Source: an optimization exercise on an open RTL-to-GDS flow (aim: small area, a short achievable clock period and few clock cycles per item). Production flows keep margins and buffers that such runs may drop.
The RTL was checked by simulation tests, not by an equivalence proof against the original design.

## old
Design epoch_seconds_to_calendar_unit, start of the top module:
module epoch_seconds_to_calendar_unit (
  input  logic                            clk,
  input  logic                            rst_n,
  input  logic                            cfg_wr_en,
  input  logic signed [esc_pkg::TZ_W-1:0] cfg_wr_data,
  input  logic                            in_valid,
  output logic                            in_ready,
  input  logic [esc_pkg::EPOCH_W-1:0]     in_epoch_seconds,
  output logic                            out_valid,
  input  logic                            out_ready,
  output logic                            out_valid_res,
  output logic [5:0]                      out_second,
  output logic [5:0]                      out_minute,
  output logic [4:0]                      out_hour,
  output logic [4:0]                      out_day_of_month,
  output logic [3:0]                      out_month,
  output logic [11:0]                     out_year,
  output logic [2:0]                      out_weekday,
  output logic [8:0]                      out_day_of_year
);
Size: ~1500 cells after synthesis, ~95 I/O pins, about 18000 um2 of cells after synthesis.
clock: 10.0 ns
lec_check: 0
cap_margin: 20
core_margin: 2
core_utilization: 40
cts_cluster_diameter: 80
cts_cluster_size: 28
setup_slack_margin: 4.5
slew_margin: 20
standard.sh (not shown) runs the stock make flow with config.mk's settings and CLKGATE_MAP_FILE= SYNTH_SCRIPT=/design/flow/synth_recipe.tcl, a recipe that flattens the netlist after the stock synthesis.
==> flow/flow/run.sh <==
#!/bin/bash
set -e
bash standard.sh "BUFFER_PORTS_ARGS=-buffer_cell sky130_fd_sc_hd__buf_1" SETUP_SLACK_MARGIN=5.1 finish > standard.log 2>&1
Testbench counts of old, summed over its fixed seeds: cycles 2,640, items 2,560.
The inputs of new differ from those of old as listed below.
==> flow/flow/run.sh <==
#!/bin/bash
set -e
bash standard.sh "BUFFER_PORTS_ARGS=-buffer_cell sky130_fd_sc_hd__buf_1" SETUP_SLACK_MARGIN=5.5 finish > standard.log 2>&1
Notes after the runs:
Diff old -> new | sequential share of layout area | decrease of 1.0 points
Routed wire length ended up 3.1% higher on new than on old.
In summary, new completed successfully, with a layout that passed the timing, design-rule and antenna checks.
new against old: clock-buffer cell count level; final critical-path setup slack moved up.
Status: number of vias per cell parity (old, new)
new against old: design area shows an increase of about 2.4%, number of nets in the finished design went up by about 1.4%.

---

Setup of run a:
epoch_seconds_to_calendar_unit, a different RTL version from the one above (not shown whole).
For scale: roughly 260 flip-flops, about 95 I/O pins, about 17000 um2 of cells after synthesis.
export LEC_CHECK = 0
export CAP_MARGIN = 20
export CORE_MARGIN = 2
export CORE_UTILIZATION = 55
export CTS_CLUSTER_DIAMETER = 80
export CTS_CLUSTER_SIZE = 28
export PLACE_DENSITY = 0.7
export SETUP_SLACK_MARGIN = 4.5
export SLEW_MARGIN = 20
create_clock -name core_clock -period 10.0 [get_ports {clk}]
==> flow/flow/run.sh <==
#!/bin/bash
set -e
bash standard.sh "BUFFER_PORTS_ARGS=-buffer_cell sky130_fd_sc_hd__buf_1" SETUP_SLACK_MARGIN=5.2 finish > standard.log 2>&1
Testbench counts of run a, summed over its fixed seeds: cycles 2,632, items 2,560.
Modified inputs, run b compared to run a
Settings: PLACE_DENSITY: 0.7 -> unset; CORE_UTILIZATION: 55 -> 40.
==> flow/flow/run.sh <==
#!/bin/bash
set -e
bash standard.sh "BUFFER_PORTS_ARGS=-buffer_cell sky130_fd_sc_hd__buf_1" SETUP_SLACK_MARGIN=5.4 finish > standard.log 2>&1
Per the comparison of run b with run a, count of clock-buffer cells in the layout dropped 4; met3 layer wire length in the routed design now sits higher; utilization now sits lower. In the metrics for run a and run b, the one carrying the lower number of cell rows is run a. Run b vs. run a: register-to-register slack went up; routed wire length saw an increase.

---

## MS
epoch_seconds_to_calendar_unit, a different RTL version from the one above (not shown whole).
Size in the first run: ~1400 cells after synthesis, ~250 flip-flops, about 17000 sq um of cells after synthesis.
export LEC_CHECK = 0
export CAP_MARGIN = 20
export CORE_MARGIN = 2
export CORE_UTILIZATION = 40
export CTS_CLUSTER_DIAMETER = 80
export CTS_CLUSTER_SIZE = 32
export SETUP_SLACK_MARGIN = 4.5
export SLEW_MARGIN = 20
create_clock -name core_clock -period 10.0 [get_ports {clk}]
==> flow/flow/run.sh <==
#!/bin/bash
set -e
bash standard.sh "BUFFER_PORTS_ARGS=-buffer_cell sky130_fd_sc_hd__buf_1" finish > standard.log 2>&1
MS finished every stage and its layout cleared the timing, design-rule and antenna checks.
Testbench counts of MS, summed over its fixed seeds: cycles 2,632, items 2,560.
Here is what was changed in the inputs of PW compared with MS.
- a change of CTS_CLUSTER_SIZE from 32 to 28
[summary]
Comparing MS against PW, there is no change at all in count of final setup violators.
PW and MS ended up with roughly the same worst-margin pin slew.
Compared MS against PW; final setup slack of the worst path within noise.
| time the worst path needs with I/O delays and setup | PW vs MS | ≈ equal |
Routed wire length: PW vs MS, no meaningful difference

==> static timing again, ports no longer ideal <==
The flow's constraints put no driver on any port. The routed layouts listed below were extracted and timed again, unchanged, in two steps. Step 1: set_driving_cell puts a clkbuf_16 on clk and a buf_2 on each other input, an assumption about the parent block. Step 2 adds t to the input delays and takes it off the output delays; t is the mean of the earliest and latest rising clock arrival at the registers after step 1. Input paths then give back, and output paths get back, about the clock's delay inside the block. Slacks: ideal ports / drivers / drivers and shift; pairs: ideal ports / drivers.
run | t (ns) | slack for setup (ns) | worst hold slack (ns) | worst register clock-pin slew, ns | cell pins on the clock port's net
old | 0.567 | 5.162 / 5.108 / 5.191 | 0.412 / 0.412 / 0.412 | 0.10 / 0.10 | 1
new | 0.567 | 5.187 / 5.133 / 5.328 | 0.412 / 0.412 / 0.412 | 0.10 / 0.10 | 1
run a | 0.540 | 5.249 / 5.200 / 5.277 | 0.419 / 0.419 / 0.419 | 0.10 / 0.10 | 1
run b | 0.554 | 5.208 / 5.153 / 5.274 | 0.426 / 0.426 / 0.426 | 0.10 / 0.10 | 1
MS | 0.559 | 4.696 / 4.696 / 4.696 | 0.417 / 0.417 / 0.417 | 0.10 / 0.10 | 1
PW | 0.556 | 4.696 / 4.696 / 4.696 | 0.423 / 0.423 / 0.423 | 0.10 / 0.10 | 1
After both steps every run listed still meets setup and hold.
